Source: an optimization exercise on an open RTL-to-GDS flow (aim: small area, a short achievable clock period and few clock cycles per item). Production flows keep margins and buffers that such runs may drop. Only simulation tests tie the RTL to the original design; equivalence was not proved. No activity file was given, so power comes from the tool's default toggle rates.

==> flow/design.v <==
package bsc_pkg;
	localparam int WORD_BITS = 64;
	localparam int WORD_SH   = 6;
	localparam int MAX_BITS  = 65536;
	localparam int LEN_W = 17;
	localparam int WC_W  = $clog2(MAX_BITS / WORD_BITS + 1);       
	localparam int TC_W  = $clog2(2 * (MAX_BITS / WORD_BITS) + 1);  
	localparam int NB_W  = WORD_SH + 1;
	localparam int CFG_IDX_W = 1;
	localparam logic [CFG_IDX_W-1:0] REG_FIRST_LEN  = CFG_IDX_W'(0);
	localparam logic [CFG_IDX_W-1:0] REG_SECOND_LEN = CFG_IDX_W'(1);
endpackage
module bsc_front (
	input  logic                          clk,
	input  logic                          arst_n,
	input  logic                          cfg_valid,
	output logic                          cfg_ready,
	input  logic [bsc_pkg::CFG_IDX_W-1:0] cfg_index,
	input  logic [bsc_pkg::LEN_W-1:0]     cfg_data,
	input  logic                          take,       
	output logic                          dirty,      
	output logic                          active,     
	output logic                          drop,       
	output logic                          last,       
	output logic [bsc_pkg::WORD_SH-1:0]   nbits       
);
	localparam int WC_W = bsc_pkg::WC_W;
	localparam int TC_W = bsc_pkg::TC_W;
	localparam int SH   = bsc_pkg::WORD_SH;
	localparam int LW   = bsc_pkg::LEN_W;
	logic [WC_W-1:0] w1_q, w2_q, w_new;
	logic [SH-1:0]   k1_q, k2_q, k_new;
	logic [TC_W-1:0] p_q, p_inc, x, x_inc, total;
	logic            dirty_q, active_q, drop_q, last_q, first_q, s1end_q;
	logic            g_drop, g_last, g_first, g_s1end;
	logic            step, frame_end, next_p0;
	logic            new_z, new_one, w1_z, w1_one, w2_z, w2_one;
	logic            c1_z, c1_one, c2_z, c2_one;
	assign cfg_ready = 1'b1;
	always_comb begin
		if (cfg_data[LW-1]) begin
			w_new = WC_W'(bsc_pkg::MAX_BITS / bsc_pkg::WORD_BITS);
			k_new = '0;
		end else begin
			w_new = WC_W'(cfg_data[LW-2:SH]) + WC_W'(|cfg_data[SH-1:0]);
			k_new = cfg_data[SH-1:0];
		end
		new_z   = cfg_data == '0;
		new_one = (cfg_data[LW-1:SH+1] == '0) &&
			(cfg_data[SH] ? (cfg_data[SH-1:0] == '0) : (cfg_data[SH-1:0] != '0));
	end
	always_ff @(posedge clk or negedge arst_n) begin
		if (!arst_n) begin
			w1_q <= '0;
			w2_q <= '0;
			k1_q <= '0;
			k2_q <= '0;
		end else if (cfg_valid) begin
			if (cfg_index == bsc_pkg::REG_FIRST_LEN) begin
				w1_q <= w_new;
				k1_q <= k_new;
			end else begin
				w2_q <= w_new;
				k2_q <= k_new;
			end
		end
	end
	always_comb begin
		total  = TC_W'(w1_q) + TC_W'(w2_q);
		p_inc  = p_q + TC_W'(1);
		x       = dirty_q ? p_q : p_inc;
		x_inc   = x + TC_W'(1);
		g_drop  = x >= total;
		g_last  = x_inc == total;
		g_first = x < TC_W'(w1_q);
		g_s1end = x_inc == TC_W'(w1_q);
		w1_z   = w1_q == '0;
		w1_one = w1_q == WC_W'(1);
		w2_z   = w2_q == '0;
		w2_one = w2_q == WC_W'(1);
		c1_z   = (cfg_valid && cfg_index == bsc_pkg::REG_FIRST_LEN)  ? new_z   : w1_z;
		c1_one = (cfg_valid && cfg_index == bsc_pkg::REG_FIRST_LEN)  ? new_one : w1_one;
		c2_z   = (cfg_valid && cfg_index == bsc_pkg::REG_SECOND_LEN) ? new_z   : w2_z;
		c2_one = (cfg_valid && cfg_index == bsc_pkg::REG_SECOND_LEN) ? new_one : w2_one;
		frame_end = drop_q || last_q;
		step      = take && active_q;
		next_p0   = step ? frame_end : (p_q == '0);
	end
	always_ff @(posedge clk or negedge arst_n) begin
		if (!arst_n) begin
			p_q      <= '0;
			dirty_q  <= 1'b0;
			active_q <= 1'b0;
			drop_q   <= 1'b0;
			last_q   <= 1'b0;
			first_q  <= 1'b0;
			s1end_q  <= 1'b0;
		end else begin
			if (step)
				p_q <= frame_end ? '0 : p_inc;
			if (cfg_valid) begin
				dirty_q <= !next_p0;
				active_q <= !(c1_z && c2_z);
				drop_q   <= c1_z && c2_z;
				last_q   <= (c1_one && c2_z) || (c1_z && c2_one);
				first_q  <= !c1_z;
				s1end_q  <= c1_one;
			end else if (dirty_q || (step && !frame_end)) begin
				dirty_q  <= 1'b0;
				active_q <= total != '0;
				drop_q   <= g_drop;
				last_q   <= g_last;
				first_q  <= g_first;
				s1end_q  <= g_s1end;
			end else if (step) begin
				drop_q  <= w1_z && w2_z;
				last_q  <= (w1_one && w2_z) || (w1_z && w2_one);
				first_q <= !w1_z;
				s1end_q <= w1_one;
			end
		end
	end
	assign dirty  = dirty_q;
	assign active = active_q;
	assign drop   = drop_q;
	assign last   = last_q;
	assign nbits  = (first_q && s1end_q) ? k1_q : ((!first_q && last_q) ? k2_q : '0);
endmodule
module bsc_back (
	input  logic                          clk,
	input  logic                          arst_n,
	input  logic                          in_valid,
	output logic                          in_stall,
	input  logic [bsc_pkg::WORD_BITS-1:0] in_word,
	input  logic                          dirty,
	input  logic                          active,
	input  logic                          drop,
	input  logic                          last,
	input  logic [bsc_pkg::WORD_SH-1:0]   nbits,      
	output logic                          take,
	output logic                          out_valid,
	input  logic                          out_stall,
	output logic [bsc_pkg::WORD_BITS-1:0] out_word,
	output logic                          out_last
);
	localparam int WB = bsc_pkg::WORD_BITS;
	localparam int SH = bsc_pkg::WORD_SH;
	logic [SH-1:0] fill_q;
	logic          flush_q;
	logic [WB-1:0] held_q;
	logic          out_valid_q, out_last_q;
	logic [WB-1:0] out_word_q;
	logic [SH:0]   sum;
	logic          full_w, use_w, beat_w, out_free, beat;
	logic [WB-1:0] rot, lo_fill, lo_keep, out_d;
	logic          trim;
	always_comb begin
		rot = (in_word << fill_q) | ((in_word >> 1) >> (~fill_q));
		lo_fill = ~({WB{1'b1}} << fill_q);
		sum    = {1'b0, fill_q} + {1'b0, nbits};
		full_w = sum[SH] || (nbits == '0);
		use_w  = active && !drop;
		beat_w = use_w && (full_w || last);
		out_free = !out_valid_q || !out_stall;
		in_stall = dirty || flush_q || !out_free;
		take     = in_valid && !in_stall;
		beat     = flush_q ? out_free : (take && beat_w);
		trim    = last && !full_w;
		lo_keep = ~({WB{1'b1}} << sum[SH-1:0]);
		for (int i = 0; i < WB; i++)
			out_d[i] = (lo_fill[i] && held_q[i]) ||
				(!lo_fill[i] && !flush_q && (!trim || lo_keep[i]) && rot[i]);
	end
	always_ff @(posedge clk or negedge arst_n) begin
		if (!arst_n) begin
			fill_q      <= '0;
			flush_q     <= 1'b0;
			out_valid_q <= 1'b0;
		end else begin
			if (out_free)
				out_valid_q <= beat;
			if (flush_q) begin
				if (out_free) begin
					flush_q <= 1'b0;
					fill_q  <= '0;
				end
			end else if (take && active) begin
				if (drop || (last && !(full_w && sum[SH-1:0] != '0))) begin
					fill_q <= '0;
				end else begin
					fill_q <= sum[SH-1:0];
				end
				flush_q <= use_w && last && full_w && (sum[SH-1:0] != '0);
			end
		end
	end
	always_ff @(posedge clk) begin
		if (beat) begin
			out_word_q <= out_d;
			out_last_q <= flush_q || (last && !(full_w && sum[SH-1:0] != '0));
		end
		for (int i = 0; i < WB; i++)
			if (take && use_w && (full_w || !lo_fill[i]))
				held_q[i] <= rot[i];
	end
	assign out_valid = out_valid_q;
	assign out_word  = out_word_q;
	assign out_last  = out_last_q;
endmodule
module bit_sequence_concatenate (
	input  logic                              clk,
	input  logic                              arst_n,
	input  logic                              cfg_valid,
	output logic                              cfg_ready,
	input  logic [bsc_pkg::CFG_IDX_W-1:0]     cfg_index,
	input  logic [bsc_pkg::LEN_W-1:0]         cfg_data,
	input  logic                              in_valid,
	output logic                              in_stall,
	input  logic [bsc_pkg::WORD_BITS-1:0]     in_word,
	output logic                              out_valid,
	input  logic                              out_stall,
	output logic [bsc_pkg::WORD_BITS-1:0]     out_word,
	output logic                              out_last
);
	logic                        take, dirty, active, drop, last;
	logic [bsc_pkg::WORD_SH-1:0] nbits;
	bsc_front u_front (
		.clk       (clk),
		.arst_n    (arst_n),
		.cfg_valid (cfg_valid),
		.cfg_ready (cfg_ready),
		.cfg_index (cfg_index),
		.cfg_data  (cfg_data),
		.take      (take),
		.dirty     (dirty),
		.active    (active),
		.drop      (drop),
		.last      (last),
		.nbits     (nbits)
	);
	bsc_back u_back (
		.clk       (clk),
		.arst_n    (arst_n),
		.in_valid  (in_valid),
		.in_stall  (in_stall),
		.in_word   (in_word),
		.dirty     (dirty),
		.active    (active),
		.drop      (drop),
		.last      (last),
		.nbits     (nbits),
		.take      (take),
		.out_valid (out_valid),
		.out_stall (out_stall),
		.out_word  (out_word),
		.out_last  (out_last)
	);
endmodule
export LEC_CHECK = 0
export CAP_MARGIN = 20
export CORE_MARGIN = 2
export CORE_UTILIZATION = 50
export SETUP_SLACK_MARGIN = 3.6
export SLEW_MARGIN = 20
create_clock -name core_clock -period 7.0 [get_ports {clk}]
standard.sh (not shown) runs the stock make flow with config.mk's settings and CLKGATE_MAP_FILE= SYNTH_SCRIPT=/design/flow/synth_recipe.tcl, a recipe that flattens the netlist after the stock synthesis.
==> flow/flow/run.sh <==
#!/bin/bash
# The standard layout, with the port buffers made of the smallest plain
# buffer (sky130_fd_sc_hd__buf_1) instead of the cell buffer_ports picks.
# Every input and output port still gets its own buffer; repair_design and
# repair_timing may resize them as usual. make's full output goes to
# flow_make.log in this folder.
set -euo pipefail
export BUFFER_PORTS_ARGS="-buffer_cell sky130_fd_sc_hd__buf_1"
bash standard.sh > flow_make.log 2>&1
The starting point completed without violations.
Testbench counts at the start, summed over its fixed seeds: cycles 41,851, items 32,328.
Edit:
- CORE_UTILIZATION: 50 -> 45
- SETUP_SLACK_MARGIN: 3.6 -> 3.75
- The new run completed with no timing, DRC or antenna violations
- maximum frequency came out higher by 4.2%
- wire length came out higher by 3.5%
- final area came out higher by 5.1%
- global-route usage came out lower by 2.6 points
- die area came out higher by 11%
- power came out higher by 3.8%
- critical path depth came out lower by 2
- non-clock buffer count came out higher by 10
Edit:
- CORE_UTILIZATION: 45 -> 60
After rerunning: Setup slack is worse by 70 ps. Final cell count shrinks by about 4.6%. Maximum frequency shrinks by about 2%.

## port drivers added, routing unchanged
No port has a modelled driver above. Below, the same layouts with a new extraction and two added sets of constraints. Step 1: set_driving_cell puts a clkbuf_16 on clk and a buf_2 on each other input, an assumption about the parent block. Step 2 times the ports against the registers' clock, not the clock port: input delays grow and output delays shrink by t, the midpoint of the rising clock arrivals with the driver on. Slacks: ideal ports / drivers / drivers and shift; pairs: ideal ports / drivers.
| run | shift t [ns] | setup WS [ns] | clock arrival spread, ns | worst slew at a driven data input, ns | pins driven straight from the clock port |
|---|---|---|---|---|---|
| the first run | 0.518 | 3.561 / 3.561 / 3.100 | 0.026 / 0.026 | 0.05 | 1 |
| the second run | 0.506 | 3.698 / 3.681 / 3.199 | 0.016 / 0.016 | 0.06 | 1 |
| the third run | 0.492 | 3.628 / 3.628 / 3.166 | 0.019 / 0.020 | 0.06 | 1 |
After both steps every run listed still meets setup and hold. For the second run, which loses most, drivers alone change the setup slack by -0.017 ns; drivers and shift together by -0.499 ns.
